Context: an optimization exercise on an open-source flow, tuned for small area and a short achievable clock period. The choices shown serve that exercise and are no tape-out recipe. Function was checked by simulation only, so behaviour that the tests miss may differ from the original.

==> inputs of job 8666 <==
// dsb_router
module dsb_router (
    input  logic                                          clk,
    input  logic                                          rst,
    input  logic [dsb_pkg::COORD_W-1:0]                   lx_i,
    input  logic [dsb_pkg::COORD_W-1:0]                   ly_i,
    input  logic [dsb_pkg::NUM_PORTS-1:0]                 in_req_i,
    input  logic [dsb_pkg::NUM_PORTS*dsb_pkg::FLIT_W-1:0] in_data_i,
    output logic [dsb_pkg::NUM_PORTS-1:0]                 in_ack_o,
    output logic [dsb_pkg::NUM_PORTS-1:0]                 out_req_o,
    output logic [dsb_pkg::NUM_PORTS*dsb_pkg::FLIT_W-1:0] out_data_o,
    input  logic [dsb_pkg::NUM_PORTS-1:0]                 out_ack_i
);
==> module input_port, before the edit <==
module input_port (
    input  logic                        clk,
    input  logic                        rst,
    input  logic                        req_i,
    input  logic [dsb_pkg::FLIT_W-1:0]  data_i,
    input  logic [dsb_pkg::COORD_W-1:0] lx_i,
    input  logic [dsb_pkg::COORD_W-1:0] ly_i,
    output logic                        ack_o,
    output logic                        valid_o,
    output logic [dsb_pkg::FLIT_W-1:0]  flit_o,
    output logic [4:0]                  dest_o,
    input  logic                        take_i
);
    localparam int W = dsb_pkg::FLIT_W;
    logic [W-1:0] next_flit;
    logic [3:0]   occ;
    logic         push;
    logic [4:0]   dest_q;
    function automatic logic [4:0] route(input logic [W-1:0] f,
                                         input logic [2:0] lx, input logic [2:0] ly);
        logic [2:0] dx;
        logic [2:0] dy;
        dx = f[15:13];
        dy = f[12:10];
        if (dx > lx)      route = 5'b01000;
        else if (dx < lx) route = 5'b00010;
        else if (dy > ly) route = 5'b00100;
        else if (dy < ly) route = 5'b00001;
        else              route = 5'b10000;
    endfunction
    assign ack_o = !occ[3];
    assign push  = req_i && !occ[3];
    flit_fifo u_fifo (
        .clk    (clk),
        .rst    (rst),
        .push_i (push),
        .pop_i  (take_i),
        .data_i (data_i),
        .data_o (flit_o),
        .next_o (next_flit),
        .occ_o  (occ)
    );
    assign valid_o = occ[0];
    assign dest_o  = dest_q;
    always_ff @(posedge clk) begin
        if (!occ[0] || (take_i && !occ[1])) begin
            dest_q <= route(data_i, lx_i, ly_i);
        end else if (take_i) begin
            dest_q <= route(next_flit, lx_i, ly_i);
        end
    end
endmodule
==> module output_alloc, before the edit <==
module output_alloc (
    input  logic [dsb_pkg::NUM_PORTS*dsb_pkg::FLIT_W-1:0] mm_flit_i,
    input  logic [dsb_pkg::NUM_PORTS*5-1:0]               mm_tv_i,
    input  logic [dsb_pkg::NUM_PORTS*5-1:0]               mm_new_i,
    input  logic [dsb_pkg::NUM_PORTS-1:0]                 mm_keep_i,
    output logic [dsb_pkg::NUM_PORTS-1:0]                 mm_take_o,
    input  logic                                          clk,
    input  logic                                          rst,
    input  logic [dsb_pkg::NUM_PORTS-1:0]                 ack_i,
    output logic [dsb_pkg::NUM_PORTS-1:0]                 req_o,
    output logic [dsb_pkg::NUM_PORTS*dsb_pkg::FLIT_W-1:0] data_o
);
    localparam int N = dsb_pkg::NUM_PORTS;
    localparam int W = dsb_pkg::FLIT_W;
    logic [N-1:0][N-1:0] gnt_q;
    logic [N-1:0]        adv_q;
    logic [N-1:0]        req_q;
    always_comb begin
        mm_take_o = '0;
        for (int k = 0; k < N; k++) begin
            mm_take_o = mm_take_o | ({N{ack_i[k] & req_q[k]}} & gnt_q[k]);
        end
    end
    for (genvar k = 0; k < N; k++) begin : g_out
        logic [N-1:0] ptr_a;
        logic [N-1:0] req_a;
        logic [N-1:0] gnt_a;
        assign ptr_a = (req_q[k] || adv_q[k]) ? {gnt_q[k][N-2:0], gnt_q[k][N-1]} : gnt_q[k];
        for (genvar j = 0; j < N; j++) begin : g_req
            logic taken;
            assign taken    = req_q[k] && gnt_q[k][j];
            assign req_a[j] = (mm_tv_i[j*5 + k] && (!taken || mm_keep_i[j])) || mm_new_i[j*5 + k];
        end
        always_comb begin
            for (int p = 0; p < N; p++) begin
                logic hit;
                hit = 1'b0;
                for (int s = 0; s < N; s++) begin
                    logic clear;
                    clear = ptr_a[s];
                    for (int q = 0; q < N; q++) begin
                        if (((q - s + N) % N) < ((p - s + N) % N)) begin
                            clear = clear & ~req_a[q];
                        end
                    end
                    hit = hit | clear;
                end
                gnt_a[p] = req_a[p] & hit;
            end
        end
        always_ff @(posedge clk or posedge rst) begin
            if (rst) begin
                gnt_q[k] <= N'(1);
                adv_q[k] <= 1'b0;
                req_q[k] <= 1'b0;
            end else if (!(req_q[k] && !ack_i[k])) begin
                if (|req_a) begin
                    gnt_q[k] <= gnt_a;
                end
                adv_q[k] <= req_q[k] || adv_q[k];
                req_q[k] <= |req_a;
            end
        end
        assign req_o[k] = req_q[k];
        always_comb begin
            data_o[k*W +: W] = '0;
            for (int j = 0; j < N; j++) begin
                data_o[k*W +: W] = data_o[k*W +: W] | ({W{gnt_q[k][j]}} & mm_flit_i[j*W +: W]);
            end
        end
    end
endmodule
==> flow/config.mk <==
export PLATFORM = sky130hd
export DESIGN_NAME = dsb_router
export DESIGN_NICKNAME = dsb_router
export VERILOG_FILES = /design/flow/design.v
export SDC_FILE = /design/flow/constraint.sdc
export NUM_CORES = 4
export LEC_CHECK = 0
export ABC_AREA = 1
export CAP_MARGIN = 20
export CELL_PAD_IN_SITES_DETAIL_PLACEMENT = 1
export CELL_PAD_IN_SITES_GLOBAL_PLACEMENT = 1
export CORE_MARGIN = 2
export CORE_UTILIZATION = 45
export CTS_CLUSTER_DIAMETER = 100
export CTS_CLUSTER_SIZE = 30
export PLACE_DENSITY = 0.6
export SETUP_SLACK_MARGIN = 4.5
export SLEW_MARGIN = 20
==> flow/constraint.sdc <==
create_clock -name core_clock -period 8.0 [get_ports {clk}]
set_input_delay 1.6000 -clock core_clock [delete_from_list [all_inputs] [get_ports {clk}]]
set_output_delay 1.6000 -clock core_clock [all_outputs]
set_load 0.01 [all_outputs]
run.sh (not shown) runs the stock make flow with config.mk's settings and CLKGATE_MAP_FILE= SYNTH_SCRIPT=/design/flow/synth_recipe.tcl, a recipe that flattens the netlist after the stock synthesis.
==> job 653 (differences from job 8666) <==
--- a/flow/design.v
+++ b/flow/design.v
@@ -156,6 +156,4 @@
     always_ff @(posedge clk) begin
-        if (!occ[0] || (take_i && !occ[1])) begin
-            dest_q <= route(data_i, lx_i, ly_i);
-        end else if (take_i) begin
-            dest_q <= route(next_flit, lx_i, ly_i);
+        if (!occ[0] || take_i) begin
+            dest_q <= (take_i && occ[1]) ? route(next_flit, lx_i, ly_i) : route(data_i, lx_i, ly_i);
         end
@@ -296,2 +294,4 @@
     logic [N-1:0]        req_q;
+    logic [N-1:0]        ini_q;
+    logic [N-1:0][N-1:0] gnt_s;
     always_comb begin
@@ -306,3 +306,4 @@
         logic [N-1:0] gnt_a;
-        assign ptr_a = (req_q[k] || adv_q[k]) ? {gnt_q[k][N-2:0], gnt_q[k][N-1]} : gnt_q[k];
+        assign ptr_a = ini_q[k]              ? N'(1) :
+                       (req_q[k] || adv_q[k]) ? {gnt_q[k][N-2:0], gnt_q[k][N-1]} : gnt_q[k];
         for (genvar j = 0; j < N; j++) begin : g_req
@@ -331,11 +332,21 @@
             if (rst) begin
-                gnt_q[k] <= N'(1);
+                gnt_q[k] <= '0;
+            end else if (!(req_q[k] && !ack_i[k]) && |req_a) begin
+                gnt_q[k] <= gnt_a;
+            end
+        end
+        always_ff @(posedge clk) begin
+            gnt_s[k] <= (req_q[k] && !ack_i[k]) ? gnt_q[k] : gnt_a;
+        end
+        always_ff @(posedge clk or posedge rst) begin
+            if (rst) begin
                 adv_q[k] <= 1'b0;
                 req_q[k] <= 1'b0;
+                ini_q[k] <= 1'b1;
             end else if (!(req_q[k] && !ack_i[k])) begin
-                if (|req_a) begin
-                    gnt_q[k] <= gnt_a;
-                end
                 adv_q[k] <= req_q[k] || adv_q[k];
                 req_q[k] <= |req_a;
+                if (|req_a) begin
+                    ini_q[k] <= 1'b0;
+                end
             end
@@ -346,3 +357,3 @@
             for (int j = 0; j < N; j++) begin
-                data_o[k*W +: W] = data_o[k*W +: W] | ({W{gnt_q[k][j]}} & mm_flit_i[j*W +: W]);
+                data_o[k*W +: W] = data_o[k*W +: W] | ({W{gnt_s[k][j]}} & mm_flit_i[j*W +: W]);
             end
==> flow/flow/run.sh (new file) <==
#!/bin/bash
# Standard ORFS layout, with plain buffers (buf_2) on the ports instead of the default delay cells.
set -euo pipefail
bash standard.sh finish BUFFER_PORTS_ARGS="-buffer_cell sky130_fd_sc_hd__buf_2" > flow_make.log 2>&1
==> flow/standard.sh (new file) <==
#!/bin/bash
# synth_recipe.tcl (not shown) runs the flow's synth.tcl, then flattens the netlist and writes it again
# the make line also repeats each setting of config.mk as NAME=value (left out here)
make -C /OpenROAD-flow-scripts/flow DESIGN_CONFIG=/design/flow/config.mk WORK_HOME=/design/flow/orfs CLKGATE_MAP_FILE= SYNTH_SCRIPT=/design/flow/synth_recipe.tcl "${@:-finish}"
--- a/flow/config.mk
+++ b/flow/config.mk
@@ -14,3 +14,3 @@
 export CTS_CLUSTER_DIAMETER = 100
-export CTS_CLUSTER_SIZE = 30
+export CTS_CLUSTER_SIZE = 25
 export PLACE_DENSITY = 0.6
removed: flow/run.sh
==> job 8921 (differences from job 8666) <==
--- a/flow/design.v
+++ b/flow/design.v
@@ -156,6 +156,4 @@
     always_ff @(posedge clk) begin
-        if (!occ[0] || (take_i && !occ[1])) begin
-            dest_q <= route(data_i, lx_i, ly_i);
-        end else if (take_i) begin
-            dest_q <= route(next_flit, lx_i, ly_i);
+        if (!occ[0] || take_i) begin
+            dest_q <= (take_i && occ[1]) ? route(next_flit, lx_i, ly_i) : route(data_i, lx_i, ly_i);
         end
@@ -296,2 +294,4 @@
     logic [N-1:0]        req_q;
+    logic [N-1:0]        ini_q;
+    logic [N-1:0][N-1:0] gnt_s;
     always_comb begin
@@ -306,3 +306,4 @@
         logic [N-1:0] gnt_a;
-        assign ptr_a = (req_q[k] || adv_q[k]) ? {gnt_q[k][N-2:0], gnt_q[k][N-1]} : gnt_q[k];
+        assign ptr_a = ini_q[k]              ? N'(1) :
+                       (req_q[k] || adv_q[k]) ? {gnt_q[k][N-2:0], gnt_q[k][N-1]} : gnt_q[k];
         for (genvar j = 0; j < N; j++) begin : g_req
@@ -331,11 +332,21 @@
             if (rst) begin
-                gnt_q[k] <= N'(1);
+                gnt_q[k] <= '0;
+            end else if (!(req_q[k] && !ack_i[k]) && |req_a) begin
+                gnt_q[k] <= gnt_a;
+            end
+        end
+        always_ff @(posedge clk) begin
+            gnt_s[k] <= (req_q[k] && !ack_i[k]) ? gnt_q[k] : gnt_a;
+        end
+        always_ff @(posedge clk or posedge rst) begin
+            if (rst) begin
                 adv_q[k] <= 1'b0;
                 req_q[k] <= 1'b0;
+                ini_q[k] <= 1'b1;
             end else if (!(req_q[k] && !ack_i[k])) begin
-                if (|req_a) begin
-                    gnt_q[k] <= gnt_a;
-                end
                 adv_q[k] <= req_q[k] || adv_q[k];
                 req_q[k] <= |req_a;
+                if (|req_a) begin
+                    ini_q[k] <= 1'b0;
+                end
             end
@@ -346,3 +357,3 @@
             for (int j = 0; j < N; j++) begin
-                data_o[k*W +: W] = data_o[k*W +: W] | ({W{gnt_q[k][j]}} & mm_flit_i[j*W +: W]);
+                data_o[k*W +: W] = data_o[k*W +: W] | ({W{gnt_s[k][j]}} & mm_flit_i[j*W +: W]);
             end
==> flow/flow/run.sh (new file) <==
#!/bin/bash
# Standard ORFS layout, with plain buffers (buf_2) on the ports instead of the default delay cells.
set -euo pipefail
bash standard.sh finish BUFFER_PORTS_ARGS="-buffer_cell sky130_fd_sc_hd__buf_2" > flow_make.log 2>&1
==> flow/standard.sh (new file) <==
#!/bin/bash
# synth_recipe.tcl (not shown) runs the flow's synth.tcl, then flattens the netlist and writes it again
# the make line also repeats each setting of config.mk as NAME=value (left out here)
make -C /OpenROAD-flow-scripts/flow DESIGN_CONFIG=/design/flow/config.mk WORK_HOME=/design/flow/orfs CLKGATE_MAP_FILE= SYNTH_SCRIPT=/design/flow/synth_recipe.tcl "${@:-finish}"
--- a/flow/config.mk
+++ b/flow/config.mk
@@ -14,5 +14,5 @@
 export CTS_CLUSTER_DIAMETER = 100
-export CTS_CLUSTER_SIZE = 30
+export CTS_CLUSTER_SIZE = 25
 export PLACE_DENSITY = 0.6
-export SETUP_SLACK_MARGIN = 4.5
+export SETUP_SLACK_MARGIN = 4.75
 export SLEW_MARGIN = 20
removed: flow/run.sh
==> key figures <==
Status
  • Status: no timing/DRC/antenna violations

Drt
  • Met3 wire length: 10810 um

Setup path
  • CP Buf/Inv Count: 5
  • Crit Path Category: reg -> reg
  • Critical Path Sink: u_mm.mm_mem[3]$_DFFE_PP_

Cells and area
  • Clock buf/inv share: 0.02889

Timing
  • Setup ws final: 4.513 ns

Hold path
  • Min-Delay Endpoint: u_out.adv_q[3]$_DFFE_PP0N_
(the above is from job 653)
==> key figures <==
Cells and area
  • Clock buf/inv share: 0.02631

Setup path
  • Crit Path Category: reg -> out
  • CP Buf/Inv Count: 3

Drt
  • Met3 wire length: 13170 um

Timing
  • Setup ws final: 4.223 ns

Status
  • Status: no timing/DRC/antenna violations
(the above is from job 8666)
==> key figures <==
Status
  • Status: no timing/DRC/antenna violations

Setup path
  • CP Buf/Inv Count: 2
  • Reg-to-Reg Start: g_port[0].u_in.dest_q[2]$_DFFE_PP_
  • Critical Path Sink: out_data_o[23]

Cells and area
  • Clock buf/inv share: 0.02379
  • Final Util: 0.5672

Timing
  • Setup ws final: 4.547 ns

Drt
  • DR top layer: met5
  • Met3 wire length: 11900 um
(the above is from job 8921)

==> static timing again, ports no longer ideal <==
The results above use ideal ports. As a check the final layouts listed here were re-extracted and re-timed, cells and wires unchanged. Step 1: set_driving_cell puts a clkbuf_16 on clk and a buf_2 on each other input, an assumption about the parent block. Step 2 also shifts input and output timing later by t, the mid clock arrival at the registers, as if the neighbouring blocks saw the same clock. a / b / c = ideal ports / drivers / drivers and shift; a / b = the first two.
run | t, ns | setup WS [ns] | worst setup path after step 2
job 8666 | 0.720 | 4.223 / 4.150 / 3.902 | input to register
job 653 | 0.742 | 4.513 / 4.454 / 3.937 | input to register
job 8921 | 0.722 | 4.547 / 4.474 / 4.149 | input to register
After both steps setup and hold are still met in every run listed. The setup slack of job 653, which loses most, moves by -0.059 ns with the drivers and by -0.576 ns with both steps.
